From an optimization exercise on the open Yosys and OpenROAD flow, aimed at small area; shortcuts taken in it are not production practice.
Where RTL was checked, it was by simulation tests only, not by an equivalence proof against the original.
Function not checked in run 4: the RTL went through the layout flow alone.
Power figures rest on the tool's default switching activity, not on a simulated workload.

==> design.v <==
`default_nettype none
package ep_reg_pkg;
  typedef logic [16-1:0] reg_addr_t;
  typedef logic [32-1:0] reg_data_t;
  typedef struct packed {
    reg_addr_t addr;
    logic      wren;      
    reg_data_t wr_data;   
  } reg_req_t;
endpackage
`default_nettype wire
`default_nettype none
package ep_dma_pkg;
  typedef logic [64-1:0] dma_word_t;
  typedef logic [$clog2(16):0] tx_level_t;
endpackage
`default_nettype wire
`timescale 1ns/1ns
`default_nettype none
module ep_user_app (
  input  wire logic                  trn_clk_c,
  input  wire logic                  rst_n,
  input  wire logic                  link_up_n,
  input  wire logic                  req,
  input  wire logic [48:0]           reg_req,    
  output logic                       ack,
  output logic [31:0]                rd_data,
  output logic                       tx_valid,
  output logic [63:0]                tx_data,
  input  wire logic                  tx_ready
);
  logic        clr;
  logic [15:0] addr;
  logic        wren;
  logic [31:0] wr_data;
  assign clr     = !rst_n || link_up_n;
  assign addr    = reg_req[48:33];
  assign wren    = reg_req[32];
  assign wr_data = reg_req[31:0];
  logic [1:0] st;
  logic       cmd_valid;
  always_ff @(posedge trn_clk_c) begin
    if (clr) begin
      st <= 2'b00;
    end else begin
      st[0] <= !st[1] && (st[0] || req);
      st[1] <= st[0] || (st[1] && req);
    end
  end
  assign cmd_valid = st[0] && !st[1];
  assign ack       = st[1] && !st[0];
  logic        ctrl_en;
  logic [31:0] scratch;
  logic        hit_ctrl, hit_scr, hit_lo, hit_hi, hit_id;
  logic        sel_scr, sel_id, rd_one;    
  assign hit_ctrl = (addr == 16'h0000);
  assign hit_scr  = (addr == 16'h0001);
  assign hit_lo   = (addr == 16'h0002);
  assign hit_hi   = (addr == 16'h0003);
  assign hit_id   = (addr == 16'h0220);
  logic [31:0] wd;
  assign wd = clr ? 32'b0 : wr_data;
  logic [31:0] scratch_n;
  always_ff @(posedge trn_clk_c) begin
    if (clr || (cmd_valid && wren && hit_ctrl)) ctrl_en <= wd[0];
    if (clr || (cmd_valid && wren && hit_scr))  scratch_n <= ~wd;
  end
  assign scratch = ~scratch_n;
  always_ff @(posedge trn_clk_c) begin
    if (cmd_valid) begin
      sel_scr <= !wren && hit_scr;
      sel_id  <= !wren && hit_id;
      rd_one  <= !wren && hit_ctrl && ctrl_en;
    end
  end
  assign rd_data = ({32{sel_scr}} & scratch)
                 | ({32{sel_id}} & 32'h8888_7777)
                 | {31'b0, rd_one};
  logic [63:0] head;
  logic [3:0]  level;
  logic        push;
  logic [1:0]  pat_load;
  logic        go, pop;
  logic [3:0]  addend;
  logic [63:0] sum;
  assign pat_load[0] = cmd_valid && wren && hit_lo;
  assign pat_load[1] = cmd_valid && wren && hit_hi;
  assign tx_valid = (level != 4'd0);
  assign pop      = tx_valid && tx_ready;
  assign go       = ctrl_en && !(level >= 4'(16 - 2));
  assign addend = (pat_load != 2'b00) ? (level + {3'b0, push}) : {3'b0, pop};
  logic [4:0]  lo_sum;
  logic [14:0] grp_ones;                  
  logic [15:0] below_ones;                
  logic [59:0] run_ones;                  
  assign lo_sum = {1'b0, head[3:0]} + {1'b0, addend};
  always_comb begin
    below_ones[0] = 1'b1;
    for (int k = 0; k < 15; k++) begin
      grp_ones[k]       = &head[4*k+4 +: 4];
      below_ones[k + 1] = below_ones[k] & grp_ones[k];
    end
    for (int k = 0; k < 15; k++) begin
      run_ones[4*k]     = below_ones[k];
      run_ones[4*k + 1] = below_ones[k] & head[4*k+4];
      run_ones[4*k + 2] = below_ones[k] & (&head[4*k+4 +: 2]);
      run_ones[4*k + 3] = below_ones[k] & (&head[4*k+4 +: 3]);
    end
  end
  assign sum = {head[63:4] ^ ({60{lo_sum[4]}} & run_ones), lo_sum[3:0]};
  always_ff @(posedge trn_clk_c) begin
    head[31:0]  <= (clr || pat_load[0]) ? wd : sum[31:0];
    head[63:32] <= (clr || pat_load[1]) ? wd : sum[63:32];
    if (clr) begin
      level <= '0;
      push  <= 1'b0;
    end else begin
      if (pat_load != 2'b00) begin
        level <= '0;
        push  <= 1'b0;
      end else begin
        level <= level + {3'b0, push} - {3'b0, pop};
        push  <= go;
      end
    end
  end
  assign tx_data = head;
endmodule
`default_nettype wire
==> flow/run.sh <==
#!/bin/bash
# ORFS layout through the standard.sh, with these changes:
#  - synthesis: no Kogge-Stone carry map, no full/half-adder cell map, and an
#    area-leaning ABC script (flow/abc_area.script); registers are unchanged
#  - port buffers use the smallest buffer cell
#  - clock tree synthesis without dummy loads
set -euo pipefail
W=$(pwd)
export MY_ABC_SCRIPT=$W/flow/abc_area.script
export BUFFER_PORTS_ARGS="-buffer_cell sky130_fd_sc_hd__buf_1"
bash standard.sh \
  "SYNTH_SCRIPT=$W/flow/synth.tcl" \
  "SYNTH_OPERATIONS_ARGS=-nofsm" \
  "ADDER_MAP_FILE=" \
  "BUFFER_PORTS_ARGS=$BUFFER_PORTS_ARGS" \
  "CTS_ARGS=-sink_clustering_enable -repair_clock_nets -dont_use_dummy_load -buf_list {sky130_fd_sc_hd__clkbuf_8} -sink_clustering_size 30 -sink_clustering_max_diameter 100" \
  finish > standard_flow.log 2>&1
==> flow/abc_area.script <==
strash
&get -n
&st
&syn3
&dch -f
&nf -a -R 2000 -E 1000
&put
topo
==> flow/synth.tcl <==
proc synth {args} { yosys synth -nofsm -noshare {*}$args }
proc abc {args} {
  set i [lsearch -exact $args -script]
  if {$i >= 0 && [info exists ::env(MY_ABC_SCRIPT)] && $::env(MY_ABC_SCRIPT) ne ""} {
    set args [lreplace $args [expr {$i + 1}] [expr {$i + 1}] $::env(MY_ABC_SCRIPT)]
  }
  yosys abc {*}$args
}
source $::env(SCRIPTS_DIR)/synth.tcl
# left out here: clear keep_hierarchy, flatten, clean up, hide names made inside functions, write 1_2_yosys.v
==> standard.sh <==
#!/bin/bash
# synth_recipe.tcl (not shown) runs the flow's synth.tcl, then flattens the netlist and writes it again
# the make line also repeats each setting of config.mk as NAME=value (left out here)
make -C /OpenROAD-flow-scripts/flow DESIGN_CONFIG=/design/flow/config.mk WORK_HOME=/design/flow/orfs CLKGATE_MAP_FILE= SYNTH_SCRIPT=/design/flow/synth_recipe.tcl "${@:-finish}"
==> config.mk <==
export PLATFORM = sky130hd
export DESIGN_NAME = ep_user_app
export DESIGN_NICKNAME = ep_user_app
export VERILOG_FILES = /design/flow/design.v
export SDC_FILE = /design/flow/constraint.sdc
export NUM_CORES = 4
export LEC_CHECK = 0
export CAP_MARGIN = 10
export CORE_MARGIN = 2
export CORE_UTILIZATION = 65
export CTS_BUF_LIST = sky130_fd_sc_hd__clkbuf_4 sky130_fd_sc_hd__clkbuf_8
export SLEW_MARGIN = 10
==> constraint.sdc <==
create_clock -name core_clock -period 5.0 [get_ports {trn_clk_c}]
set_input_delay 1.0000 -clock core_clock [delete_from_list [all_inputs] [get_ports {trn_clk_c}]]
set_output_delay 1.0000 -clock core_clock [all_outputs]
set_load 0.01 [all_outputs]
==> impl_metrics.yaml, run 1 <==
status:
  status: "no timing/DRC/antenna violations"
synthesis:
  synth_edf_count: 36
  synthMuxAreaShare_pct: 0.431
  synth_simple_gate_area_share_pct: 23.9
  synth_compound_area_share_pct: 15.7
  async_reset_ff_share_pct: 0
  ys_types: 34
  dominantRegCellSynth: "dfxtp_1"
  yosys.area_share.adder_pct: 0.431
  syn-mean-instance-area_um2: 9.43
  synthesis.nets: 547
  synth_top_family_by_area: "simple AND/OR/NAND/NOR gates"
  synth.yosys.warnings: 1
  syn_area_um2: 4650
  synth_seq_cells: 107
  synth_xor_xnor_area_share_pct: 5.47
  yosysSeqAreaShare_pct: 53.9
  postSynthCellCount: 493
route:
  vias_per_cell: 5.89
  wire_per_inst_um: 16.2
  totalWireLength_mm: 12.4
  vias: 4491
  initialDrtViolationCount: 321
  drtPass1Iterations: 5
  drc: 0
  ant_nets: 0
setup_path:
  critical_path_required_ns: 5.22
  crit_family: "simple AND/OR/NAND/NOR gates"
  max_stage_delay_ns: 0.28
  crit_fanout: 5
  end_kind: "register"
  path_cells: "buf_1 -> nor4_1 -> nand2_1 -> nor3_1 -> nand2_1 -> nor3_2 -> nand3_2 -> mux2i_1 -> nand2_1 -> o21ai_1 -> maj3_1 -> maj3_2 -> and3_1 -> and4_1 -> nand2_1 -> nor2_1 -> and2_0 -> nand2_1 -> nor2_2 -> nand4_1 -> xnor2_1 -> nor2_1 -> a21oi_1"
  cp_common_cell: "nand2_1"
  cp-start-kind: "input port"
  cp.arrival_ns: 4.81
  cp_num_buf_inv: 1
  crit_slowest_cell: "nor4_1"
  critPathKind: "in2reg"
floorplanning:
  design.portCount: 152
  coreArea_um2: 6870
  start_util_pct: 67.7
  rows: 30
  dieArea_um2: 7840
  die_y_um: 88.6
  die_x_um: 88.6
timing:
  max_slew.worst_pin.slew_ns: 1.13
  fin_ws_ns: 0.409
  setup-violations-final: 0
  final-hold-violation-count: 0
  slew_violations: 0
  setup_tns_ns: 0
  max_freq_ghz: 0.218
  max_slew_margin_pct: 24.2
  hold_ws_ns: 0.463
  period_share_pct: 91.8
  clock_skew_ns: 0.0371
  min_period_ns: 4.59
global_route:
  grt_pass1_wl_mm: 18.9
  overflow: 0
  groute.usage.overall_pct: 30.9
  antenna_found_initial: 0
  grt_start_max_net_pins: 33
  grt_pass1_vias: 4027
cts:
  cts_tree: "built"
  clock_path_buffers: 2
  cts_buffers: 9
  htreeDepth: 3
  cts_root_buf: "clkbuf_8"
  cts.sinks: 107
  cts_hold_buf: 0
  clk_pin_slew_ns: 0.11
  insertion_delay_ns: 0.37
flow_run:
  cap_viol_max_count: 0
layout:
  post-route-util_pct: 81.4
  design_area_um2: 5590
  syn_to_final_growth_pct: 20.4
  drive_gt1_share_pct: 4.35
  fill_cells: 486
  diodes: 0
  nets: 722
power:
  ir_worst_vdd_v: 0.000196
  power.leakage_nw: 1.90
  p_per_area_nw_per_um2: 278
place:
  dpl.hpwl_mm: 8.65
  place_ws_ns: -0.111
  port_buffers: 151
  dpl_cell_area_um2: 5460
  globalplace.congestion: 0.871
min_path:
  min_path_type: "reg2reg"
[timing repair]
| action | in CTS | in global routing |
|---|---|---|
| endpoints found under the setup margin | 0 | 6 |
| setup buffers | 0 | 0 |
| gates resized for setup | 0 | 4 |
[layout make-up]
| class | instances | area, µm² | share of cell area, % |
|---|---|---|---|
| clock buffers | 9 | 124 | 2.21 |
| repair buffers | 164 | 664 | 11.9 |
| well taps | 96 | 120 | 2.15 |
| flip-flops and latches | 107 | 2500 | 44.7 |
| multi-input cells | 383 | 2170 | 38.8 |
| inverters | 3 | 11.3 | 0.201 |
[worst paths after layout]
path	start	depth (start not counted)	slack, ns	endpoint
setup / recovery	reg_req[37]	23	0.41	head[63]
hold reg to reg	st[1]	1	0.46	st[0]
setup reg to reg	st[0]	19	1.09	head[63]
hold / removal	st[1]	1	0.46	st[0]
[cell usage in the layout, fill, tap and decap left out, drive strengths merged, types with 2 or more instances in the layout]
cell    instances
clkinv          3
o211ai          2
nand2          71
maj3            2
nor2           50
edfxtp         36
nor4            2
o31ai           2
nand4          14
nand3          27
mux2i           2
nor3            7
o32ai          17
o21bai         15
and2            6
xnor2          24
nand2b          7
dfxtp          71
or3             3
and4            4
xor2            5
a21oi          28
or2            11
buf           164
nor2b           8
nor3b           2
and3           16
o21ai          46
a31oi           6
clkbuf          9
[cell families (layout without fill, tap and decap cells)]
kind of cell             Yosys count  count (layout)
AND/OR/NAND/NOR                  230             230
AO/OA/AOI/OAI                    120             120
flip-flops                       107             107
XOR/XNOR                          29              29
buffers and inverters              3             176
adder cells (fa/ha/maj)            2               2
multiplexers                       2               2
[state kept, by name, indices dropped and copies added (netlist names)]
name / cells
head: 64
st: 2
sel_scr: 1
sel_id: 1
push: 1
rd_one: 1
level: 4
ctrl_en: 1
scratch_n: 32
[worst register-to-register path, stage by stage (launching register included)]
cell     delay [ns]
dfxtp_1        0.37
nor2b_1        0.36
and2_0         0.23
nand3_2        0.15
mux2i_1        0.26
nand2_1        0.16
o21ai_1        0.21
maj3_1         0.23
maj3_2         0.21
and3_1         0.23
and4_1         0.25
nand2_1        0.08
nor2_1         0.13
and2_0         0.16
nand2_1        0.12
nor2_2         0.16
nand4_1        0.14
xnor2_1        0.15
nor2_1         0.11
a21oi_1        0.07
[Yosys cell counts, drive strengths merged (2+ instances only)]
master | instances | area, µm²
o21bai | 15 | 113
a31oi | 6 | 37.5
edfxtp | 36 | 1080
and3 | 16 | 100
nand2 | 71 | 267
nor4 | 2 | 12.5
and4 | 4 | 35.0
nand4 | 14 | 87.6
nor3 | 7 | 35.0
and2 | 6 | 37.5
nor2 | 50 | 188
xnor2 | 24 | 210
xor2 | 5 | 43.8
nor3b | 2 | 15.0
or2 | 11 | 68.8
a21oi | 28 | 140
o21ai | 46 | 230
or3 | 3 | 18.8
o211ai | 2 | 15.0
nor2b | 8 | 50.1
clkinv | 3 | 11.3
maj3 | 2 | 20.0
nand2b | 7 | 43.8
dfxtp | 71 | 1420
o31ai | 2 | 15.0
mux2i | 2 | 20.0
o32ai | 17 | 149
nand3 | 27 | 135
[per-stage QoR]
| stage | power (W) | cells |
|---|---|---|
| after floorplan | 0.00108 | 493 |
| after global placement | 0.00115 | 753 |
| after detailed placement | 0.00116 | 753 |
| after CTS | 0.00155 | 762 |
| after global routing | 0.00161 | 762 |
| final | 0.00155 | 762 |
[layer usage]
metal  vias to the layer above  track usage [%]  part of all wire, %
li1                       2158                -                    -
met1                      2097             40.4                   42
met2                       216             52.1                   48
met3                        20             5.04                  7.8
met4                         0             11.3                  2.0
met5                         -                0                    0
[where the power goes]
part	leakage (nW)	switching, W	internal (W)
Clock	0.0647	0.000250	0.000162
Combinational	0.916	0.000102	0.0000580
Sequential	0.916	0.0000362	0.000946
Total	1.90	0.000388	0.00117
==> run 2: changes to the inputs <==
--- a/flow/run.sh
+++ b/flow/run.sh
@@ -14,4 +14,4 @@
   "ADDER_MAP_FILE=" \
   "BUFFER_PORTS_ARGS=$BUFFER_PORTS_ARGS" \
-  "CTS_ARGS=-sink_clustering_enable -repair_clock_nets -dont_use_dummy_load -buf_list {sky130_fd_sc_hd__clkbuf_8} -sink_clustering_size 30 -sink_clustering_max_diameter 100" \
+  "CTS_ARGS=-sink_clustering_enable -repair_clock_nets -dont_use_dummy_load -buf_list {sky130_fd_sc_hd__clkbuf_4 sky130_fd_sc_hd__clkbuf_8} -sink_clustering_size 20 -sink_clustering_max_diameter 80" \
   finish > standard_flow.log 2>&1
==> run 2 against run 1 <==
Net effect:
- still clean
- area after synthesis is the same
- clock power hardly changed
- hold slack unchanged
- fmax unchanged
- non-clock buffer count unchanged
- highest routed layer unchanged
==> impl_metrics.yaml, run 2 <==
layout:
  syn_to_final_growth_pct: 20.4
  diodes: 0
  layout_common_cells: "buf_1, nand2_1, dfxtp_1"
  reg_top3: "head: 64 flops, scratch_n: 32 flops, level: 4 flops"
  fill_cells: 486
  nets: 722
  regMostFlops: "head"
  largest_register_ff_count: 64
  layout_commonest_cell: "buf_1"
  final_cells: 762
  post-route-util_pct: 81.4
  drive_gt1_share_pct: 4.35
route:
  ant_nets: 0
  totalWireLength_mm: 12.4
  drc: 0
  vias: 4491
  drtPass1Iterations: 5
  initialDrtViolationCount: 321
  vias_per_cell: 5.89
  wire_per_inst_um: 16.2
setup_path:
  cp_common_cell: "nand2_1"
  cp_num_buf_inv: 1
  crit_slowest_cell: "nor4_1"
  max_stage_delay_ns: 0.28
  critical_path_required_ns: 5.22
  end_kind: "register"
  cp-start-kind: "input port"
  path_cells: "buf_1 -> nor4_1 -> nand2_1 -> nor3_1 -> nand2_1 -> nor3_2 -> nand3_2 -> mux2i_1 -> nand2_1 -> o21ai_1 -> maj3_1 -> maj3_2 -> and3_1 -> and4_1 -> nand2_1 -> nor2_1 -> and2_0 -> nand2_1 -> nor2_2 -> nand4_1 -> xnor2_1 -> nor2_1 -> a21oi_1"
  crit_fanout: 5
  crit_family: "simple AND/OR/NAND/NOR gates"
  critPathKind: "in2reg"
  cp.arrival_ns: 4.81
timing:
  final-hold-violation-count: 0
  clock_skew_ns: 0.0371
  period_share_pct: 91.8
  max_freq_ghz: 0.218
  max_slew.worst_pin.slew_ns: 1.13
  min_period_ns: 4.59
  slew_violations: 0
  max_slew_margin_pct: 24.2
  setup-violations-final: 0
floorplanning:
  coreArea_um2: 6870
  dieArea_um2: 7840
  design.portCount: 152
  die_y_um: 88.6
  start_util_pct: 67.7
  rows: 30
  die_x_um: 88.6
synthesis:
  postSynthCellCount: 493
  yosys.area.top_type: "dfxtp_1"
  ys_types: 34
  syn-mean-instance-area_um2: 9.43
  synth_edf_count: 36
  async_reset_ff_share_pct: 0
  syn_area_um2: 4650
  synth.yosys.warnings: 1
  netlist.area_leader.share_pct: 30.6
  synth_area_leaders: "dfxtp_1, edfxtp_1, nand2_1"
  synthesis.nets: 547
  synth_seq_cells: 107
  yosysSeqAreaShare_pct: 53.9
  dominantRegCellSynth: "dfxtp_1"
  yosys-top-cells-count: "dfxtp_1, nand2_1, nor2_1"
cts:
  cts_buffers: 9
  cts_root_buf: "clkbuf_8"
  cts_tree: "built"
  insertion_delay_ns: 0.37
  htreeDepth: 3
  cts_hold_buf: 0
  cts.sinks: 107
  clk_pin_slew_ns: 0.11
  clock_path_buffers: 2
power:
  ir_worst_vdd_v: 0.000196
  p_switching_w: 0.000388
  p_sw_share_pct: 25.0
  pwr-share-clk_pct: 26.5
  power.share.sequential_pct: 63.2
  power.leakage_nw: 1.90
  p_int_w: 0.00117
  p_per_area_nw_per_um2: 278
  power_w: 0.00155
  comb_power_share_pct: 10.3
place:
  place_inst: 753
  globalplace.congestion: 0.871
  port_buffers: 151
  dpl.hpwl_mm: 8.65
global_route:
  antenna_found_initial: 0
  overflow: 0
  groute.usage.overall_pct: 30.9
  grt_start_max_net_pins: 33
  grt_pass1_vias: 4027
  grt_pass1_wl_mm: 18.9
min_path:
  min_path_type: "reg2reg"
flow_run:
  cap_viol_max_count: 0
status:
  status: "no timing/DRC/antenna violations"
## run 2: cell counts after synthesis
No cell type changed its count.
## run 2: final timing paths
| check | start | slack [ns] | endpoint | depth (start not counted) |
|---|---|---|---|---|
| max | reg_req[37] | 0.41 | head[63] | 23 |
| min | st[1] | 0.46 | st[0] | 1 |
| max reg2reg | st[0] | 1.09 | head[63] | 19 |
| min reg2reg | st[1] | 0.46 | st[0] | 1 |
## run 2: stage by stage
stage | setup slack [ns] | cell area, µm² | hold slack, ns | TNS [ns]
CTS | 0.218 | 5580 | 0.469 | 0
detailed placement | -0.111 | 5460 | 0.443 | -0.344
finish | 0.409 | 5590 | 0.463 | 0
global route | -0.00308 | 5590 | 0.494 | -0.00308
floorplan | 0.0629 | 4650 | 0.422 | 0
global placement | 0.104 | 5460 | 0.429 | 0
## run 2: logic make-up after synthesis
| kind of cell | Yosys count | share of synthesized area [%] |
|---|---|---|
| flops | 107 | 53.9 |
| fa+ha+maj | 2 | 0.431 |
| xor+xnor | 29 | 5.47 |
| compound gates | 120 | 15.7 |
| mux | 2 | 0.431 |
| simple gates | 230 | 23.9 |
| buf+inv | 3 | 0.242 |
## run 2: layer usage
metal  track usage [%]  up-vias  wire length (µm)
met1              40.4     2097              5200
met4              11.3        0               242
met3              5.04       20               966
met2              52.1      216              5960
met5                 0        -                 0
li1                  -     2158                 -
## run 2: power groups by stage
stage | Combinational (W) | Clock [W] | Sequential [W]
after floorplan | 0.0000788 | 0 | 0.00100
after global placement | 0.000154 | 0 | 0.000998
after detailed placement | 0.000159 | 0 | 0.00100
after CTS | 0.000160 | 0.000412 | 0.000981
after global routing | 0.000177 | 0.000441 | 0.000988
final | 0.000160 | 0.000412 | 0.000982
## run 2: worst reg2reg max path, cell delays in order, from the launching register on
cell     delay, ns
dfxtp_1       0.37
nor2b_1       0.36
and2_0        0.23
nand3_2       0.15
mux2i_1       0.26
nand2_1       0.16
o21ai_1       0.21
maj3_1        0.23
maj3_2        0.21
and3_1        0.23
and4_1        0.25
nand2_1       0.08
nor2_1        0.13
and2_0        0.16
nand2_1       0.12
nor2_2        0.16
nand4_1       0.14
xnor2_1       0.15
nor2_1        0.11
a21oi_1       0.07
## run 2: final cells by class
cell class                 instances  area, µm²  area share (%)
sequential                       107       2500            44.7
timing repair buffer             164        664            11.9
multi-input combinational        383       2170            38.8
tap                               96        120            2.15
clock buffer                       9        124            2.21
inverter                           3       11.3           0.201
## run 2: what timing repair did
action	4_1_cts	5_1_grt
setup buffers	0	0
endpoints found under the hold margin	0	0
gates resized for setup	0	4
endpoints found under the setup margin	0	6
==> run 3: changes to the inputs <==
--- a/flow/run.sh
+++ b/flow/run.sh
@@ -14,4 +14,4 @@
   "ADDER_MAP_FILE=" \
   "BUFFER_PORTS_ARGS=$BUFFER_PORTS_ARGS" \
-  "CTS_ARGS=-sink_clustering_enable -repair_clock_nets -dont_use_dummy_load -buf_list {sky130_fd_sc_hd__clkbuf_4 sky130_fd_sc_hd__clkbuf_8} -sink_clustering_size 20 -sink_clustering_max_diameter 80" \
+  "CTS_ARGS=-sink_clustering_enable -repair_clock_nets -dont_use_dummy_load -buf_list {sky130_fd_sc_hd__clkbuf_4} -root_buf sky130_fd_sc_hd__clkbuf_8 -sink_clustering_size 12 -sink_clustering_max_diameter 40" \
   finish > standard_flow.log 2>&1
--- a/config.mk
+++ b/config.mk
@@ -6,7 +6,7 @@
 export NUM_CORES = 4
 export LEC_CHECK = 0
-export CAP_MARGIN = 10
+export CAP_MARGIN = 20
 export CORE_MARGIN = 2
 export CORE_UTILIZATION = 65
 export CTS_BUF_LIST = sky130_fd_sc_hd__clkbuf_4 sky130_fd_sc_hd__clkbuf_8
-export SLEW_MARGIN = 10
+export SLEW_MARGIN = 20
==> run 3 against run 2 <==
Net effect:
- cell count rose by 0.13%
- sequential power barely moved
- flip-flop and latch count did not move
- sequential share of layout area fell by 0.22 points
- combinational power barely moved
- synthesized cell count did not move
- first-iteration DRC count rose by 6.9%
- hold slack got worse by 0.0011 ns
- design area rose by 0.49%
- area after synthesis did not move
- clock-buffer cell count did not move
- fmax rose by 0.39%
- largest cell class unchanged
==> impl_metrics.yaml, run 3 <==
timing:
  min_period_ns: 4.57
  fin_ws_ns: 0.427
  setup_tns_ns: 0
  setup-violations-final: 0
  max_slew.worst_pin.slew_ns: 1.02
  final-hold-violation-count: 0
  slew_violations: 0
  period_share_pct: 91.5
  max_freq_ghz: 0.219
  clock_skew_ns: 0.0354
  max_slew_margin_pct: 31.6
floorplanning:
  coreArea_um2: 6870
  rows: 30
  start_util_pct: 67.7
  die_x_um: 88.6
  design.portCount: 152
  dieArea_um2: 7840
  die_y_um: 88.6
setup_path:
  cp-start-kind: "input port"
  cp.arrival_ns: 4.86
  critPathKind: "in2reg"
  reg2reg_from: "st[0]"
  crit_fanout: 5
  cp-startpoint: "reg_req[37]"
  critical_path_required_ns: 5.29
  end_kind: "register"
layout:
  reg_top3: "head: 64 flops, scratch_n: 32 flops, level: 4 flops"
  fill_cells: 476
  syn_to_final_growth_pct: 20.9
  largest_register_ff_count: 64
  nets: 723
  drive_gt1_share_pct: 4.50
  diodes: 0
  layout_common_cells: "buf_1, nand2_1, dfxtp_1"
  post-route-util_pct: 81.8
  layout_commonest_cell: "buf_1"
  regMostFlops: "head"
  design_area_um2: 5620
cts:
  insertion_delay_ns: 0.36
  clk_pin_slew_ns: 0.11
  post_cts.repair.setup_buffers: 0
  cts.sinks: 107
  cts_tree: "built"
  cts_buffers: 9
  clock_path_buffers: 2
  cts_root_buf: "clkbuf_8"
  htreeDepth: 3
  cts_hold_buf: 0
synthesis:
  synthesis.nets: 547
  postSynthCellCount: 493
  synth_edf_count: 36
  async_reset_ff_share_pct: 0
  yosys.area.top_type: "dfxtp_1"
  ys_types: 34
  syn_area_um2: 4650
  netlist.area_leader.share_pct: 30.6
  synth_seq_cells: 107
  synth.yosys.warnings: 1
  syn-mean-instance-area_um2: 9.43
  yosys-top-cells-count: "dfxtp_1, nand2_1, nor2_1"
  dominantRegCellSynth: "dfxtp_1"
  yosysSeqAreaShare_pct: 53.9
  synth_area_leaders: "dfxtp_1, edfxtp_1, nand2_1"
flow_run:
  cap_viol_max_count: 0
global_route:
  grt_pass1_wl_mm: 18.9
  grt_start_max_net_pins: 33
  groute.usage.overall_pct: 30.9
  overflow: 0
  grt_pass1_vias: 4027
  antenna_found_initial: 0
power:
  power_w: 0.00156
  ir_worst_vdd_v: 0.000196
  p_per_area_nw_per_um2: 277
  power.leakage_nw: 1.91
route:
  vias: 4529
  initialDrtViolationCount: 343
  totalWireLength_mm: 12.4
  ant_nets: 0
  vias_per_cell: 5.94
  drtPass1Iterations: 5
  wire_per_inst_um: 16.2
  drc: 0
min_path:
  min_path_type: "reg2reg"
  min_from: "st[1]"
place:
  dpl.hpwl_mm: 8.65
  globalplace.congestion: 0.871
  port_buffers: 151
  place_ws_ns: -0.111
  dpl_cell_area_um2: 5460
status:
  status: "no timing/DRC/antenna violations"
-- run 3: cell counts after synthesis --
No cell type changed its count.
-- run 3: timing repair --
action,4_1_cts,5_1_grt
gates resized for setup,0,4
endpoints found under the hold margin,0,0
setup endpoints to repair,0,6
-- run 3: critical path, cell delays in order --
cell and delay, ns:
buf_1 0.07, nor4_1 0.28, nand2_1 0.09, nor3_1 0.17, nand2_1 0.14, nor3_2 0.21
nand3_2 0.18, mux2i_1 0.26, nand2_1 0.15, o21ai_1 0.20, maj3_1 0.23, maj3_2 0.21
and3_1 0.23, and4_1 0.25, nand2_1 0.08, nor2_1 0.13, and2_0 0.17, nand2_1 0.11
nor2_2 0.16, nand4_1 0.14, xnor2_1 0.17, nor2_1 0.06, a21oi_1 0.16
-- run 3: per-stage QoR --
step,hold slack [ns],std cells
floorplan,0.422,493
global placement,0.429,753
detailed placement,0.443,753
CTS,0.469,762
global route,0.494,763
finish,0.461,763
-- run 3: where the power goes --
group | leakage, nW | internal [W] | switching, W | total [W]
Clock | 0.0647 | 0.000162 | 0.000249 | 0.000412
Sequential | 0.916 | 0.000946 | 0.0000361 | 0.000982
Combinational | 0.929 | 0.0000602 | 0.000103 | 0.000163
-- run 3: cell families (layout without fill, tap and decap cells) --
group / Yosys count / count (layout) / share of synthesized area, %
buffers and inverters: 3 / 177 / 0.242
DFF: 107 / 107 / 53.9
muxes: 2 / 2 / 0.431
adders and majority gates: 2 / 2 / 0.431
and+or+nand+nor: 230 / 230 / 23.9
xor gates and xnor gates: 29 / 29 / 5.47
AOI/OAI and AO/OA: 120 / 120 / 15.7
-- run 3: final cells by class --
type	instances	area, µm²	share of cell area [%]
Tap cell	96	120	2.14
Inverter	3	11.3	0.200
Sequential cell	107	2500	44.5
Multi-Input combinational cell	383	2170	38.6
Timing Repair Buffer	165	692	12.3
Clock buffer	9	124	2.20
-- run 3: layer usage --
| metal | vias to the layer above | track usage, % | routed length [µm] |
|---|---|---|---|
| met5 | - | 0 | 0 |
| li1 | 2165 | - | - |
| met3 | 23 | 5.04 | 1050 |
| met4 | 0 | 11.3 | 272 |
| met1 | 2096 | 40.4 | 5070 |
| met2 | 245 | 52.1 | 5970 |
-- run 3: worst paths after layout --
| path | to | slack, ns | depth (start not counted) |
|---|---|---|---|
| min | st[0] | 0.46 | 1 |
| max reg2reg | head[63] | 1.11 | 19 |
| max | head[63] | 0.43 | 23 |
| min reg2reg | st[0] | 0.46 | 1 |
==> run 4: changes to the inputs <==
--- a/design.v
+++ b/design.v
@@ -53,5 +53,6 @@
   logic [31:0] scratch;
   logic        hit_ctrl, hit_scr, hit_lo, hit_hi, hit_id;
-  logic        sel_scr, sel_id, rd_one;    
+  logic [1:0]  rsel;
+  logic        sel_scr, sel_id;
   assign hit_ctrl = (addr == 16'h0000);
   assign hit_scr  = (addr == 16'h0001);
@@ -69,12 +70,13 @@
   always_ff @(posedge trn_clk_c) begin
     if (cmd_valid) begin
-      sel_scr <= !wren && hit_scr;
-      sel_id  <= !wren && hit_id;
-      rd_one  <= !wren && hit_ctrl && ctrl_en;
+      rsel[1] <= !wren && (hit_scr || hit_id);
+      rsel[0] <= !wren && (hit_id || (hit_ctrl && ctrl_en));
     end
   end
+  assign sel_scr = rsel[1] && !rsel[0];
+  assign sel_id  = rsel[1] && rsel[0];
   assign rd_data = ({32{sel_scr}} & scratch)
                  | ({32{sel_id}} & 32'h8888_7777)
-                 | {31'b0, rd_one};
+                 | {31'b0, rsel[0]};
   logic [63:0] head;
   logic [3:0]  level;
--- a/flow/run.sh
+++ b/flow/run.sh
@@ -14,4 +14,4 @@
   "ADDER_MAP_FILE=" \
   "BUFFER_PORTS_ARGS=$BUFFER_PORTS_ARGS" \
-  "CTS_ARGS=-sink_clustering_enable -repair_clock_nets -dont_use_dummy_load -buf_list {sky130_fd_sc_hd__clkbuf_4} -root_buf sky130_fd_sc_hd__clkbuf_8 -sink_clustering_size 12 -sink_clustering_max_diameter 40" \
+  "CTS_ARGS=-sink_clustering_enable -repair_clock_nets -dont_use_dummy_load -buf_list {sky130_fd_sc_hd__clkbuf_4 sky130_fd_sc_hd__clkbuf_8}" \
   finish > standard_flow.log 2>&1
--- a/config.mk
+++ b/config.mk
@@ -6,7 +6,7 @@
 export NUM_CORES = 4
 export LEC_CHECK = 0
-export CAP_MARGIN = 20
+export CAP_MARGIN = 10
 export CORE_MARGIN = 2
 export CORE_UTILIZATION = 65
 export CTS_BUF_LIST = sky130_fd_sc_hd__clkbuf_4 sky130_fd_sc_hd__clkbuf_8
-export SLEW_MARGIN = 20
+export SLEW_MARGIN = 10
==> run 4 against run 3 <==
Net effect:
- die area down 0.67%
- combinational power is 3% lower
- setup slack improved by 0.065 ns
- critical path type unchanged
- critical endpoint is now head[43]
- largest cell class unchanged
==> impl_metrics.yaml, run 4 <==
power:
  power_w: 0.00155
  power.leakage_nw: 1.85
  ir_worst_vdd_v: 0.000168
  p_int_w: 0.00115
  p_per_area_nw_per_um2: 279
  pwr-share-clk_pct: 27.0
  p_sw_share_pct: 25.4
  power.share.sequential_pct: 62.8
  p_switching_w: 0.000392
  comb_power_share_pct: 10.2
route:
  ant_nets: 0
  dr_wl_met3_mm: 1.06
  wl_met2_mm: 6.21
  wl_met1_mm: 5.18
  dr.max_layer_used: "met4"
  vias: 4595
  wire_per_inst_um: 16.7
  drc: 0
  initialDrtViolationCount: 359
  vias_per_cell: 5.98
  totalWireLength_mm: 12.8
  drtPass1Iterations: 6
timing:
  fin_ws_ns: 0.491
  max_slew.worst_pin.slew_ns: 1.10
  max_freq_ghz: 0.222
  max_slew_margin_pct: 26.1
  setup_tns_ns: 0
  setup-violations-final: 0
  min_period_ns: 4.51
  clock_skew_ns: 0.0254
  slew_violations: 0
  final-hold-violation-count: 0
  period_share_pct: 90.2
synthesis:
  synth_seq_cells: 106
  yosys-top-cells-count: "nand2_1, dfxtp_1, nor2_1, o21ai_0, a21oi_1"
  dominantRegCellSynth: "dfxtp_1"
  synth.most_common_cell: "nand2_1"
  synthesis.nets: 553
  synth.yosys.warnings: 1
  yosys.area.top_type: "dfxtp_1"
  yosysSeqAreaShare_pct: 53.6
  synth_edf_count: 35
  netlist.area_leader.share_pct: 30.8
  synth_area_leaders: "dfxtp_1, edfxtp_1, nand2_1"
  syn_area_um2: 4610
  syn-mean-instance-area_um2: 9.25
  ys_types: 34
  async_reset_ff_share_pct: 0
  postSynthCellCount: 499
cts:
  clk_pin_slew_ns: 0.09
  cts_root_buf: "clkbuf_8"
  clock_path_buffers: 2
  insertion_delay_ns: 0.36
  post_cts.repair.setup_buffers: 0
  cts_tree: "built"
  cts_buffers: 9
  cts.sinks: 106
  htreeDepth: 3
status:
  status: "no timing/DRC/antenna violations"
layout:
  multi_input_area_um2: 2140
  reg_top3: "head: 64 flops, scratch_n: 32 flops, level: 4 flops"
  layout_commonest_cell: "buf_1"
  fill_cells: 490
  diodes: 0
  layout_common_cells: "buf_1, nand2_1, dfxtp_1"
  drive_gt1_share_pct: 3.87
  regMostFlops: "head"
  nets: 728
  largest_register_ff_count: 64
  seqCellArea_um2: 2470
  syn_to_final_growth_pct: 20.3
floorplanning:
  die_x_um: 88.3
  dieArea_um2: 7790
  design.portCount: 152
  rows: 30
  start_util_pct: 67.5
  coreArea_um2: 6830
  die_y_um: 88.3
place:
  port_buffers: 151
  place_ws_ns: 0.0299
  dpl.hpwl_mm: 9.14
  globalplace.congestion: 0.922
setup_path:
  crit_fanout: 11
  reg2regPathDepth: 16
  end_kind: "register"
  rr_endpoint: "head[43]"
  critical_path_required_ns: 5.27
  r2r_slack_ns: 1.09
  cp.arrival_ns: 4.77
  cp-start-kind: "input port"
  reg2reg_from: "st[0]"
  critPathKind: "in2reg"
min_path:
  whs_path_depth: 1
  min_path_type: "reg2reg"
  hold_end: "st[0]"
  min_from: "st[1]"
global_route:
  groute.usage.overall_pct: 32.5
  grt_pass1_wl_mm: 19.4
  grt_pass1_vias: 4109
  antenna_found_initial: 0
  overflow: 0
  grt_start_max_net_pins: 38
flow_run:
  cap_viol_max_count: 0
==> run 4: critical path, cell delays in order <==
cell     delay, ns
buf_1         0.07
nor4_1        0.28
nand2_1       0.10
nor3_2        0.16
nand2_1       0.07
nor3_1        0.20
nand3_1       0.20
buf_4         0.20
nor3b_1       0.36
maj3_1        0.30
maj3_1        0.23
buf_4         0.19
nor2b_1       0.29
and2_0        0.29
nand2_1       0.10
nor3_1        0.14
buf_4         0.17
nand4_1       0.11
nor2b_1       0.17
o22ai_1       0.14
==> run 4: stage by stage <==
stage	instance area [µm²]	utilization, %	hold WS (ns)	cells
6_report	5550	81.3	0.461	768
5_1_grt	5550	81.3	0.502	768
2_1_floorplan	4610	-	0.422	499
3_5_place_dp	5420	79.3	0.441	759
3_3_place_gp	5420	79.3	0.431	759
4_1_cts	5540	81.1	0.462	768
==> run 4: power by group through the flow <==
stage	sequential (W)	combinational, W	clock [W]
final	0.000971	0.000158	0.000417
after global routing	0.000976	0.000174	0.000442
after CTS	0.000970	0.000157	0.000414
after detailed placement	0.000989	0.000156	0
after global placement	0.000987	0.000151	0
after floorplan	0.000993	0.0000759	0
==> run 4: area by class of cell <==
| type | instances | share of cell area [%] |
|---|---|---|
| Tap cell | 96 | 2.16 |
| Timing Repair Buffer | 164 | 12.0 |
| Clock buffer | 9 | 2.23 |
| Sequential cell | 106 | 44.5 |
| Inverter | 8 | 0.541 |
| Multi-Input combinational cell | 385 | 38.6 |
==> run 4: routing by layer <==
metal / up-vias / global-route usage, %
met5: - / 0
met4: 0 / 16.0
met3: 38 / 4.57
met2: 238 / 55.0
met1: 2135 / 41.2
li1: 2184 / -
==> run 4: logic make-up after synthesis <==
logic type | after synthesis | share of synthesized area [%]
multiplexers | 2 | 0.434
XOR/XNOR | 26 | 4.93
flip-flops | 106 | 53.6
AND/OR/NAND/NOR | 229 | 23.8
AO/OA/AOI/OAI | 126 | 16.2
buffers and inverters | 8 | 0.651
adder cells (fa/ha/maj) | 2 | 0.434
==> run 4: worst max path at each step <==
stage | start | end | slack, ns
6_report | reg_req[46] | head[43] | 0.49
2_1_floorplan | reg_req[37] | head[62] | 0.02
4_1_cts | reg_req[46] | head[61] | 0.40
5_1_grt | reg_req[46] | head[63] | -0.03
3_5_place_dp | reg_req[46] | head[61] | 0.03
3_3_place_gp | reg_req[37] | head[63] | 0.27
==> run 4: timing repair <==
item | 4_1_cts | 5_1_grt
gates resized for setup | 0 | 3
setup endpoints to repair | 0 | 9
hold buffers | 0 | 0
==> run 5: changes to the inputs <==
--- a/design.v
+++ b/design.v
@@ -80,5 +80,5 @@
                  | {31'b0, rsel[0]};
   logic [63:0] head;
-  logic [3:0]  level;
+  logic [3:0]  ahead;
   logic        push;
   logic [1:0]  pat_load;
@@ -88,8 +88,8 @@
   assign pat_load[0] = cmd_valid && wren && hit_lo;
   assign pat_load[1] = cmd_valid && wren && hit_hi;
-  assign tx_valid = (level != 4'd0);
+  assign tx_valid = (ahead != 4'd0) && !(ahead == 4'd1 && push);
   assign pop      = tx_valid && tx_ready;
-  assign go       = ctrl_en && !(level >= 4'(16 - 2));
-  assign addend = (pat_load != 2'b00) ? (level + {3'b0, push}) : {3'b0, pop};
+  assign go       = ctrl_en && !((ahead == 4'd15) || (ahead == 4'd14 && !push));
+  assign addend = (pat_load != 2'b00) ? ahead : {3'b0, pop};
   logic [4:0]  lo_sum;
   logic [14:0] grp_ones;                  
@@ -115,12 +115,12 @@
     head[63:32] <= (clr || pat_load[1]) ? wd : sum[63:32];
     if (clr) begin
-      level <= '0;
+      ahead <= '0;
       push  <= 1'b0;
     end else begin
       if (pat_load != 2'b00) begin
-        level <= '0;
+        ahead <= '0;
         push  <= 1'b0;
       end else begin
-        level <= level + {3'b0, push} - {3'b0, pop};
+        ahead <= ahead + {3'b0, go} - {3'b0, pop};
         push  <= go;
       end
==> run 5 against run 4 <==
Net effect:
- wire length shrank 1.1%
- flip-flop and latch count is the same
- clock power is essentially flat
- critical path depth grew 4
- area after synthesis shrank 0.33%
- largest cell class unchanged
- total power grew 0.38%
- synthesized cell count grew 1.4%
- still clean
- critical endpoint is now head[14]
- clock skew grew 0.0076 ns
- core utilization shrank 0.13 points
- die area shrank 0.31%
- global-route usage grew 0.055 points
==> impl_metrics.yaml, run 5 <==
layout:
  syn_to_final_growth_pct: 20.5
  nets: 733
  reg_top3: "head: 64 flops, scratch_n: 32 flops, ahead: 4 flops"
  largest_register_ff_count: 64
  drive_gt1_share_pct: 3.99
  final_cells: 773
  regMostFlops: "head"
  layout_common_cells: "buf_1, nand2_1, dfxtp_1"
  layout_commonest_cell: "buf_1"
  post-route-util_pct: 81.1
  diodes: 0
synthesis:
  yosysSeqAreaShare_pct: 53.8
  postSynthCellCount: 506
  synth_area_leaders: "dfxtp_1, edfxtp_1, nand2_1"
  syn-mean-instance-area_um2: 9.09
  synth_edf_count: 35
  ys_types: 28
  synth.yosys.warnings: 1
  synth.most_common_cell: "nand2_1"
  netlist.area_leader.share_pct: 30.9
  async_reset_ff_share_pct: 0
  syn_area_um2: 4600
  synthesis.nets: 560
  yosys.area.top_type: "dfxtp_1"
  synth_seq_cells: 106
  yosys-top-cells-count: "nand2_1, dfxtp_1, a21oi_1"
  dominantRegCellSynth: "dfxtp_1"
power:
  p_per_area_nw_per_um2: 280
  power.leakage_nw: 1.88
  power_w: 0.00155
  ir_worst_vdd_v: 0.000174
place:
  dpl.hpwl_mm: 9.05
  place_inst: 763
  place_ws_ns: -0.101
  port_buffers: 151
  globalplace.congestion: 0.866
setup_path:
  cp-start-kind: "input port"
  crit_fanout: 12
  end_kind: "register"
  rr_endpoint: "head[63]"
  reg2regPathDepth: 21
  critPathKind: "in2reg"
  crit_end: "head[14]"
  critical_path_required_ns: 5.23
  reg2reg_from: "st[0]"
  cp-startpoint: "reg_req[37]"
  r2r_slack_ns: 1.03
  cp.arrival_ns: 4.80
min_path:
  min_path_type: "reg2reg"
  min_from: "st[1]"
cts:
  insertion_delay_ns: 0.37
  cts_hold_buf: 0
  cts.sinks: 106
  post_cts.repair.setup_buffers: 0
  cts_buffers: 9
  htreeDepth: 3
  cts_root_buf: "clkbuf_8"
  ctsResizeCount: 0
  clk_pin_slew_ns: 0.08
  cts_tree: "built"
  clock_path_buffers: 2
flow_run:
  cap_viol_max_count: 0
floorplanning:
  start_util_pct: 67.3
  die_y_um: 88.1
  dieArea_um2: 7770
  design.portCount: 152
  rows: 30
  coreArea_um2: 6830
  die_x_um: 88.1
route:
  initialDrtViolationCount: 340
  drtPass1Iterations: 5
  totalWireLength_mm: 12.7
  vias_per_cell: 5.94
  drc: 0
  ant_nets: 0
  wire_per_inst_um: 16.4
  vias: 4591
global_route:
  overflow: 0
  grt_start_max_net_pins: 40
  groute.usage.overall_pct: 32.6
  grt_pass1_wl_mm: 19.4
  antenna_found_initial: 0
  grt_pass1_vias: 4210
timing:
  final-hold-violation-count: 0
  fin_ws_ns: 0.434
  max_slew.worst_pin.slew_ns: 1.12
  max_slew_margin_pct: 25.1
  setup_tns_ns: 0
  slew_violations: 0
  rsz0062_at_grt: "false"
  setup-violations-final: 0
  max_freq_ghz: 0.219
  period_share_pct: 91.3
  clock_skew_ns: 0.0329
  min_period_ns: 4.57
status:
  status: "no timing/DRC/antenna violations"
run 5: cell count changes in the layout (fill, tap and decap cells not counted), moves of 5 or more:
cell,previous run,this run
and3_1,15,22
o21ai_0,45,38
nand4_1,14,6
or2_0,6,12
a21oi_1,40,49
nand2_1,74,82
nand3_1,30,35
xnor2_1,22,17
run 5: cell families (layout without fill, tap and decap cells):
logic type,count (synthesis),after routing,share of synthesized area [%]
XOR/XNOR,23,23,4.38
multiplexers,1,1,0.218
AND/OR/NAND/NOR,249,249,26.0
buffers and inverters,9,180,0.734
AO/OA/AOI/OAI,118,118,14.9
flip-flops,106,106,53.8
run 5: per-stage QoR:
stage | hold slack, ns | instance area [µm²]
detailed placement | 0.450 | 5380
global placement | 0.432 | 5380
finish | 0.460 | 5540
CTS | 0.457 | 5500
floorplan | 0.422 | 4600
global route | 0.482 | 5540
run 5: worst max-delay path, cell delays in order:
cell and delay (ns):
buf_1 0.08, nor4_2 0.28, nand2_1 0.10, nor3_2 0.17
nand2_1 0.09, nor3_2 0.14, and3_1 0.19, buf_4 0.17
o21ai_0 0.13, nand2_1 0.14, a21oi_1 0.09, or2_1 0.25
a31oi_1 0.18, a21oi_1 0.06, a21oi_1 0.12, buf_4 0.19
nor2b_1 0.07, and2_0 0.16, and3_1 0.23, and3_1 0.24
and3_2 0.26, and3_1 0.20, o211ai_1 0.14, o21ai_0 0.12
run 5: how the worst min path moves through the flow:
stage               slack [ns]    end  cells after the start
CTS                       0.46  st[0]                      1
detailed placement        0.45  st[0]                      1
global placement          0.43  st[0]                      1
floorplan                 0.42  st[0]                      1
global route              0.48  st[0]                      1
finish                    0.46  st[0]                      1
run 5: per-layer routing:
layer,vias up,GRT usage [%],wire length (µm)
met5,-,0,0
met4,0,15.0,349
met3,33,5.75,989
met2,242,55.2,6250
met1,2137,40.8,5100
li1,2179,-,-
run 5: cell type report:
class | instances | area (µm²)
Clock buffer | 9 | 124
Fill cell | 464 | 1290
Tap cell | 96 | 120
Multi-Input combinational cell | 391 | 2140
Sequential cell | 106 | 2470
Timing Repair Buffer | 162 | 657
Inverter | 9 | 33.8
run 5: report_power, final:
part | internal [W] | switching [W] | leakage (nW)
registers | 0.000936 | 0.0000337 | 0.908
logic | 0.0000579 | 0.000105 | 0.909
clock network | 0.000162 | 0.000257 | 0.0647
==> run 6: changes to the inputs <==
==> flow/abc_area.script (replaced) <==
strash
&get -n
&st
&syn3
&dch -f
&nf -a -R 2000 -E 1000 -F 8 -A 6
&put
topo
==> run 6 against run 5 <==
Net effect:
- clock skew is 0.0025 ns lower
- design area is 0.81% lower
- register-to-register slack worse by 0.42 ns
- hold slack better by 0.012 ns
- first-iteration DRC count is 25% lower
- fmax is 0.60% higher
- global-route usage is 2.1 points lower
- critical path type unchanged
==> impl_metrics.yaml, run 6 <==
setup_path:
  cp_common_cell: "nand2_1"
  path_depth: 25
  crit_family: "simple AND/OR/NAND/NOR gates"
  max_stage_delay_ns: 0.27
  cp.arrival_ns: 4.76
  reg2regPathDepth: 18
  crit_slowest_cell: "and3_1"
  end_kind: "register"
  cp-start-kind: "input port"
  critical_path_required_ns: 5.22
  cp_num_buf_inv: 2
  crit_fanout: 5
  critPathKind: "in2reg"
timing:
  slew_violations: 0
  clock_skew_ns: 0.0304
  min_period_ns: 4.54
  final-hold-violation-count: 0
  max_slew.worst_pin.slew_ns: 1.16
  max_slew_margin_pct: 22.2
  setup-violations-final: 0
  max_freq_ghz: 0.220
  setup_tns_ns: 0
  fin_ws_ns: 0.461
  rsz0062_at_grt: "false"
  period_share_pct: 90.8
synthesis:
  synth.most_common_cell: "nand2_1"
  async_reset_ff_share_pct: 0
  synth_seq_cells: 106
  yosys-top-cells-count: "nand2_1, dfxtp_1, a21oi_1"
  dominantRegCellSynth: "dfxtp_1"
  netlist.area_leader.share_pct: 31.0
  synthesis.nets: 554
  synth.yosys.warnings: 1
  synth_area_leaders: "dfxtp_1, edfxtp_1, nand2_1"
  syn_area_um2: 4580
  synth_edf_count: 35
  yosysSeqAreaShare_pct: 54.0
  syn-mean-instance-area_um2: 9.16
  ys_types: 29
  yosys.area.top_type: "dfxtp_1"
  postSynthCellCount: 500
floorplanning:
  die_x_um: 88.0
  design.portCount: 152
  dieArea_um2: 7740
  die_y_um: 88.0
  coreArea_um2: 6790
  rows: 30
  start_util_pct: 67.4
layout:
  syn_to_final_growth_pct: 20.0
  nets: 725
  layout_commonest_cell: "buf_1"
  diodes: 0
  post-route-util_pct: 80.9
  largest_register_ff_count: 64
  layout_common_cells: "buf_1, nand2_1, dfxtp_1"
  regMostFlops: "head"
  reg_top3: "head: 64 flops, scratch_n: 32 flops, ahead: 4 flops"
  drive_gt1_share_pct: 3.44
  final_cells: 765
cts:
  cts_hold_buf: 0
  clock_path_buffers: 2
  cts_tree: "built"
  htreeDepth: 3
  post_cts.repair.setup_buffers: 0
  cts_root_buf: "clkbuf_8"
  insertion_delay_ns: 0.37
  clk_pin_slew_ns: 0.09
  cts_buffers: 9
  cts.sinks: 106
  ctsResizeCount: 0
route:
  drc: 0
  totalWireLength_mm: 11.7
  drtPass1Iterations: 7
  vias: 4364
  initialDrtViolationCount: 254
  ant_nets: 0
  wire_per_inst_um: 15.3
  vias_per_cell: 5.70
place:
  port_buffers: 151
  globalplace.congestion: 0.824
  place_ws_ns: 0.0730
  place_inst: 756
  dpl.hpwl_mm: 8.48
power:
  p_sw_share_pct: 25.4
  ir_worst_vdd_v: 0.000235
  power.share.sequential_pct: 62.5
  power_w: 0.00156
  power.leakage_nw: 1.89
  comb_power_share_pct: 11.0
  pwr-share-clk_pct: 26.5
  p_per_area_nw_per_um2: 284
  p_switching_w: 0.000397
  p_int_w: 0.00116
global_route:
  grt_pass1_wl_mm: 18.2
  grt_start_max_net_pins: 42
  antenna_found_initial: 0
  groute.usage.overall_pct: 30.5
  overflow: 0
  grt_pass1_vias: 4009
min_path:
  whs_path_depth: 1
  min_path_type: "reg2reg"
flow_run:
  cap_viol_max_count: 0
status:
  status: "no timing/DRC/antenna violations"
## run 6: power groups by stage
stage	clock [W]	sequential [W]	combinational, W
5_1_grt	0.000441	0.000982	0.000191
4_1_cts	0.000414	0.000976	0.000171
6_report	0.000414	0.000977	0.000171
3_5_place_dp	0	0.000995	0.000170
3_3_place_gp	0	0.000993	0.000165
2_1_floorplan	0	0.00100	0.0000868
## run 6: path summary, 6_finish.rpt
check	slack (ns)	to	startpoint
max	0.46	head[62]	reg_req[37]
min	0.47	st[0]	st[1]
max reg2reg	0.61	head[62]	head[5]
min reg2reg	0.47	st[0]	st[1]
## run 6: final cells by class
type / count / area (µm²)
Clock buffer: 9 / 124
Fill cell: 487 / 1300
Inverter: 10 / 37.5
Multi-Input combinational cell: 384 / 2110
Sequential cell: 106 / 2470
Tap cell: 96 / 120
Timing Repair Buffer: 160 / 634
## run 6: layer usage
metal / global-route usage, % / up-vias / share of wire, %
met4: 7.69 / 0 / 0.77
met3: 6.88 / 13 / 8.1
li1: - / 2129 / -
met2: 53.7 / 184 / 50
met5: 0 / - / 0
met1: 38.1 / 2038 / 41
## run 6: cells by family after synthesis
kind of cell | after synthesis | synth area share (%)
AOI/OAI and AO/OA | 118 | 14.3
xor gates and xnor gates | 28 | 5.35
buffers and inverters | 10 | 0.819
DFF | 106 | 54.0
muxes | 6 | 1.31
and+or+nand+nor | 232 | 24.2
## run 6: per-stage QoR
stage          hold slack (ns)  cell area [µm²]
4_1_cts                  0.466             5490
3_3_place_gp             0.431             5370
2_1_floorplan            0.422             4580
6_report                 0.472             5500
5_1_grt                  0.523             5500
3_5_place_dp             0.445             5370
==> run 7: changes to the inputs <==
--- a/config.mk
+++ b/config.mk
@@ -8,5 +8,5 @@
 export CAP_MARGIN = 10
 export CORE_MARGIN = 2
-export CORE_UTILIZATION = 65
+export CORE_UTILIZATION = 62
 export CTS_BUF_LIST = sky130_fd_sc_hd__clkbuf_4 sky130_fd_sc_hd__clkbuf_8
 export SLEW_MARGIN = 10
==> run 7 against run 6 <==
Net effect:
- via count decreased by 1.9%
- clock-buffer cell count unchanged
- largest cell class unchanged
- sequential share of layout area about the same
- design area about the same
- total power decreased by 0.11%
- area after synthesis unchanged
- combinational power about the same
- still clean
- fmax decreased by 0.64%
- hold slack got worse by 0.014 ns
- first-iteration DRC count decreased by 34%
- core utilization decreased by 4.8 points
==> impl_metrics.yaml, run 7 <==
global_route:
  groute.usage.overall_pct: 29.1
  overflow: 0
  grt_start_max_net_pins: 43
  antenna_found_initial: 0
  grt_pass1_wl_mm: 18.9
  grt_pass1_vias: 3969
route:
  totalWireLength_mm: 11.7
  vias: 4283
  wire_per_inst_um: 15.2
  vias_per_cell: 5.58
  drc: 0
  initialDrtViolationCount: 168
  ant_nets: 0
  drtPass1Iterations: 4
power:
  power.leakage_nw: 1.89
  p_switching_w: 0.000395
  ir_worst_vdd_v: 0.000175
  pwr-share-clk_pct: 26.5
  power_w: 0.00156
  p_sw_share_pct: 25.3
  p_per_area_nw_per_um2: 284
  power.share.sequential_pct: 62.5
  comb_power_share_pct: 11.0
  p_int_w: 0.00116
synthesis:
  synthesis.nets: 554
  yosys.area.top_type: "dfxtp_1"
  synthMuxAreaShare_pct: 1.31
  synth_edf_count: 35
  ys_types: 29
  yosys.area_share.adder_pct: 0
  syn_area_um2: 4580
  yosys-top-cells-count: "nand2_1, dfxtp_1, a21oi_1"
  synth_area_leaders: "dfxtp_1, edfxtp_1, nand2_1"
  synth.most_common_cell: "nand2_1"
  synth_compound_area_share_pct: 14.3
  netlist.area_leader.share_pct: 31.0
  synth.yosys.warnings: 1
  dominantRegCellSynth: "dfxtp_1"
  async_reset_ff_share_pct: 0
  syn-mean-instance-area_um2: 9.16
  synth_top_family_by_area: "simple AND/OR/NAND/NOR gates"
  synth_seq_cells: 106
  synth_xor_xnor_area_share_pct: 5.35
  yosysSeqAreaShare_pct: 54.0
  postSynthCellCount: 500
  synth_simple_gate_area_share_pct: 24.2
floorplanning:
  dieArea_um2: 8090
  rows: 31
  start_util_pct: 63.5
  die_y_um: 90.0
  coreArea_um2: 7210
  design.portCount: 152
  die_x_um: 90.0
timing:
  setup-violations-final: 0
  max_slew_margin_pct: 27.5
  min_period_ns: 4.57
  period_share_pct: 91.4
  max_freq_ghz: 0.219
  hold_ws_ns: 0.458
  rsz0062_at_grt: "false"
  final-hold-violation-count: 0
  slew_violations: 0
  max_slew.worst_pin.slew_ns: 1.08
  fin_ws_ns: 0.432
  clock_skew_ns: 0.0232
cts:
  clock_path_buffers: 2
  cts_tree: "built"
  cts.sinks: 106
  cts_root_buf: "clkbuf_8"
  clk_pin_slew_ns: 0.08
  insertion_delay_ns: 0.36
  htreeDepth: 3
  cts_buffers: 9
place:
  port_buffers: 151
  place_ws_ns: -0.0305
  globalplace.congestion: 0.806
  place_inst: 758
  dpl.hpwl_mm: 8.36
  dpl_cell_area_um2: 5360
min_path:
  whs_path_depth: 1
  min_path_type: "reg2reg"
  hold_end: "st[0]"
  min_from: "st[1]"
status:
  status: "no timing/DRC/antenna violations"
setup_path:
  cp.arrival_ns: 4.80
  rr_endpoint: "head[62]"
  r2r_slack_ns: 0.63
  cp-start-kind: "input port"
  end_kind: "register"
  reg2reg_from: "head[4]"
  reg2regPathDepth: 18
  crit_fanout: 10
  critPathKind: "in2reg"
  critical_path_required_ns: 5.23
  cp-startpoint: "reg_req[37]"
layout:
  drive_gt1_share_pct: 3.29
  largest_register_ff_count: 64
  nets: 724
  reg_top3: "head: 64 flops, scratch_n: 32 flops, ahead: 4 flops"
  regMostFlops: "head"
  layout_common_cells: "buf_1, nand2_1, dfxtp_1"
  syn_to_final_growth_pct: 19.9
  diodes: 0
  layout_commonest_cell: "buf_1"
  design_area_um2: 5490
  final_cells: 767
flow_run:
  cap_viol_max_count: 0
-- run 7: power groups by stage --
| stage | clock [W] | combinational [W] | sequential, W |
|---|---|---|---|
| 6_report | 0.000414 | 0.000171 | 0.000976 |
| 3_3_place_gp | 0 | 0.000167 | 0.000993 |
| 5_1_grt | 0.000449 | 0.000191 | 0.000982 |
| 4_1_cts | 0.000417 | 0.000171 | 0.000975 |
| 3_5_place_dp | 0 | 0.000170 | 0.000994 |
| 2_1_floorplan | 0 | 0.0000868 | 0.00100 |
-- run 7: how the worst max path moves through the flow --
stage	slack, ns	depth (start not counted)	end
2_1_floorplan	0.15	24	head[62]
3_3_place_gp	0.21	25	head[62]
3_5_place_dp	-0.03	25	head[62]
4_1_cts	0.32	25	head[62]
5_1_grt	0.03	25	head[62]
6_report	0.43	22	head[14]
-- run 7: cell type report --
type,count,area [µm²]
multi-input cells,384,2110
flip-flops and latches,106,2470
well taps,99,124
fillers,579,1720
inverters,10,37.5
clock buffers,9,124
repair buffers,159,627
-- run 7: logic make-up after synthesis --
family | Yosys count
compound gates | 118
xor+xnor | 28
buf+inv | 10
flops | 106
mux | 6
simple gates | 232
-- run 7: metal layers --
metal  GRT usage (%)  vias up  wire (µm)
li1                -     2141          -
met1            37.1     1985       4950
met2            49.9      139       5700
met3            4.78       18        828
met4            11.3        0        214
met5               0        -          0
-- run 7: what timing repair did --
action,in CTS,in global routing
hold buffers,0,0
buffers inserted,0,0
gates resized for setup,0,4
setup endpoints to repair,0,5
endpoints found under the hold margin,0,0
-- run 7: metrics by stage --
stage | setup TNS (ns) | utilization, %
global route | 0 | 76.2
finish | 0 | 76.2
CTS | 0 | 76.0
floorplan | 0 | -
detailed placement | -0.0305 | 74.3
global placement | 0 | 74.3
-- run 7: worst max-delay path, cell delays in order --
cell      delay, ns
buf_1          0.07
nor4_1         0.28
nand2_1        0.10
nor3_2         0.19
nand2_1        0.08
nor3_1         0.20
and3_1         0.23
o21ai_0        0.12
nand2_1        0.14
a21oi_1        0.09
or2_1          0.25
a31oi_1        0.18
a21oi_1        0.06
a21oi_1        0.26
clkinv_1       0.16
buf_4          0.20
and3_1         0.21
and3_1         0.24
and3_1         0.26
and3_1         0.22
o211ai_1       0.15
o21ai_0        0.10
==> run 8: changes to the inputs <==
--- a/config.mk
+++ b/config.mk
@@ -8,5 +8,5 @@
 export CAP_MARGIN = 10
 export CORE_MARGIN = 2
-export CORE_UTILIZATION = 62
+export CORE_UTILIZATION = 70
 export CTS_BUF_LIST = sky130_fd_sc_hd__clkbuf_4 sky130_fd_sc_hd__clkbuf_8
 export SLEW_MARGIN = 10
==> run 8 against run 7 <==
Net effect:
- still clean on timing, DRC and antenna
- wire length increased by 4.0%
- die area decreased by 11%
- clock-buffer cell count unchanged
- combinational power about the same
- clock power about the same
- area after synthesis unchanged
- sequential share of layout area increased by 0.25 points
- critical path depth increased by 3
- setup slack got worse by 0.028 ns
- fmax decreased by 0.61%
- core utilization increased by 9.9 points
- design area decreased by 0.55%
- critical endpoint is now head[62]
- largest cell class unchanged
- highest routed layer unchanged
==> impl_metrics.yaml, run 8 <==
synthesis:
  synth_seq_cells: 106
  netlist.area_leader.share_pct: 31.0
  synth.most_common_cell: "nand2_1"
  syn_area_um2: 4580
  dominantRegCellSynth: "dfxtp_1"
  synth_area_leaders: "dfxtp_1, edfxtp_1, nand2_1"
  ys_types: 29
  syn-mean-instance-area_um2: 9.16
  yosys-top-cells-count: "nand2_1, dfxtp_1, a21oi_1"
  synth.yosys.warnings: 1
  yosys.area.top_type: "dfxtp_1"
  synthesis.nets: 554
  synth_edf_count: 35
  async_reset_ff_share_pct: 0
  postSynthCellCount: 500
  yosysSeqAreaShare_pct: 54.0
timing:
  clock_skew_ns: 0.0346
  max_freq_ghz: 0.218
  setup-violations-final: 0
  max_slew_margin_pct: 25.4
  final-hold-violation-count: 0
  min_period_ns: 4.60
  max_slew.worst_pin.slew_ns: 1.11
  slew_violations: 0
  hold_ws_ns: 0.487
  period_share_pct: 91.9
route:
  ant_nets: 0
  totalWireLength_mm: 12.2
  wire_per_inst_um: 16.3
  vias_per_cell: 6.10
  drtPass1Iterations: 5
  drc: 0
  initialDrtViolationCount: 349
  vias: 4536
cts:
  cts_buffers: 9
  cts_hold_buf: 0
  cts.sinks: 106
  insertion_delay_ns: 0.37
  cts_root_buf: "clkbuf_8"
  htreeDepth: 3
  post_cts.repair.setup_buffers: 0
  cts_tree: "built"
  clock_path_buffers: 2
  clk_pin_slew_ns: 0.10
  ctsResizeCount: 0
floorplanning:
  start_util_pct: 72.2
  dieArea_um2: 7210
  design.portCount: 152
  die_x_um: 84.9
  die_y_um: 84.9
  coreArea_um2: 6350
  rows: 29
power:
  power_w: 0.00157
  power.leakage_nw: 1.89
  ir_worst_vdd_v: 0.000213
  p_per_area_nw_per_um2: 287
layout:
  design_area_um2: 5460
  seqCellArea_um2: 2470
  multi_input_area_um2: 2110
  layout_common_cells: "buf_1, nand2_1, dfxtp_1"
  drive_gt1_share_pct: 3.30
  regMostFlops: "head"
  diodes: 0
  nets: 723
  reg_top3: "head: 64 flops, scratch_n: 32 flops, ahead: 4 flops"
  layout_commonest_cell: "buf_1"
  syn_to_final_growth_pct: 19.3
  largest_register_ff_count: 64
  fill_cells: 368
place:
  globalplace.congestion: 0.851
  dpl.hpwl_mm: 8.39
  dpl_cell_area_um2: 5330
  port_buffers: 151
setup_path:
  crit_fanout: 5
  cp_num_buf_inv: 2
  max_stage_delay_ns: 0.28
  critPathKind: "in2reg"
  end_kind: "register"
  cp-start-kind: "input port"
  crit_family: "simple AND/OR/NAND/NOR gates"
  cp_common_cell: "nand2_1"
  crit_slowest_cell: "nor4_1"
  cp.arrival_ns: 4.84
  critical_path_required_ns: 5.25
global_route:
  grt_pass1_wl_mm: 19.2
  grt_pass1_vias: 4118
  antenna_found_initial: 0
  overflow: 0
  groute.usage.overall_pct: 33.4
  grt_start_max_net_pins: 47
flow_run:
  cap_viol_max_count: 0
status:
  status: "no timing/DRC/antenna violations"
min_path:
  min_path_type: "reg2reg"
==> run 8: layer usage <==
layer	vias to the layer above	track usage (%)	share of wire, %
li1	2124	-	-
met1	2071	43.3	39
met2	297	56.0	48
met3	44	4.96	9.8
met4	0	14.9	3.1
met5	-	0	0
==> run 8: cells by family after synthesis <==
family,after synthesis,share of synthesized area [%]
simple gates,232,24.2
compound gates,118,14.3
flops,106,54.0
xor+xnor,28,5.35
buf+inv,10,0.819
mux,6,1.31
==> run 8: final cells by class <==
cell class | count | area share (%)
Sequential cell | 106 | 45.2
Multi-Input combinational cell | 384 | 38.7
Tap cell | 77 | 1.76
Timing Repair Buffer | 158 | 11.3
Clock buffer | 9 | 2.27
Inverter | 10 | 0.687
==> run 8: report_power, final <==
part,internal (W),switching [W]
combinational,0.0000620,0.000109
clock,0.000162,0.000255
sequential,0.000940,0.0000378
total,0.00116,0.000402
==> run 8: worst paths after layout <==
kind | endpoint | slack [ns] | cells after the start | startpoint
worst max register to register | head[62] | 0.67 | 18 | head[4]
worst max-delay path | head[62] | 0.40 | 25 | reg_req[37]
worst min-delay path | st[0] | 0.49 | 1 | st[1]
worst min register to register | st[0] | 0.49 | 1 | st[1]
==> run 8: stage by stage <==
| stage | TNS, ns | std cells | setup WS [ns] | util, % |
|---|---|---|---|---|
| 2_1_floorplan | 0 | 500 | 0.154 | - |
| 3_3_place_gp | 0 | 735 | 0.236 | 83.9 |
| 3_5_place_dp | -0.0356 | 735 | -0.0356 | 83.9 |
| 4_1_cts | 0 | 744 | 0.278 | 85.9 |
| 5_1_grt | -0.0431 | 744 | -0.0362 | 86.0 |
| 6_report | 0 | 744 | 0.404 | 86.0 |
==> run 8: worst register-to-register path, delay by kind of cell (launching register included) <==
kind             cells  cell delay [ns]
AO/OA/AOI/OAI        1             0.07
AND/OR/NAND/NOR     16             3.59
flip-flops           1             0.40
XOR/XNOR             1             0.15

[what the ideal ports hide]
The results above use ideal ports. As a check the final layouts listed here were re-extracted and re-timed, cells and wires unchanged.
Step 1 sets driving cells, clkbuf_16 on the clock port and buf_2 on the other inputs (assumed; they add their load-dependent delay and slew).
Step 2 adds t to the input delays and takes it off the output delays; t is the mean of the earliest and latest rising clock arrival at the registers after step 1. Input paths then give back, and output paths get back, about the clock's delay inside the block.
a / b / c = ideal ports / drivers / drivers and shift; a / b = the first two.
run	t, ns	setup slack, ns	slew at the worst register clock pin (ns)
run 1	0.376	0.409 / 0.414 / 0.038	0.11 / 0.11
run 2	0.376	0.409 / 0.414 / 0.038	0.11 / 0.11
run 3	0.376	0.427 / 0.431 / 0.056	0.11 / 0.11
run 4	0.382	0.491 / 0.502 / 0.121	0.10 / 0.10
run 5	0.385	0.434 / 0.444 / 0.060	0.10 / 0.10
run 6	0.385	0.461 / 0.472 / 0.087	0.10 / 0.10
run 7	0.383	0.432 / 0.442 / 0.059	0.10 / 0.10
run 8	0.388	0.404 / 0.412 / 0.025	0.10 / 0.10
After both steps every run listed still meets setup and hold. For run 8, which loses most, drivers alone change the setup slack by +0.008 ns; drivers and shift together by -0.379 ns.
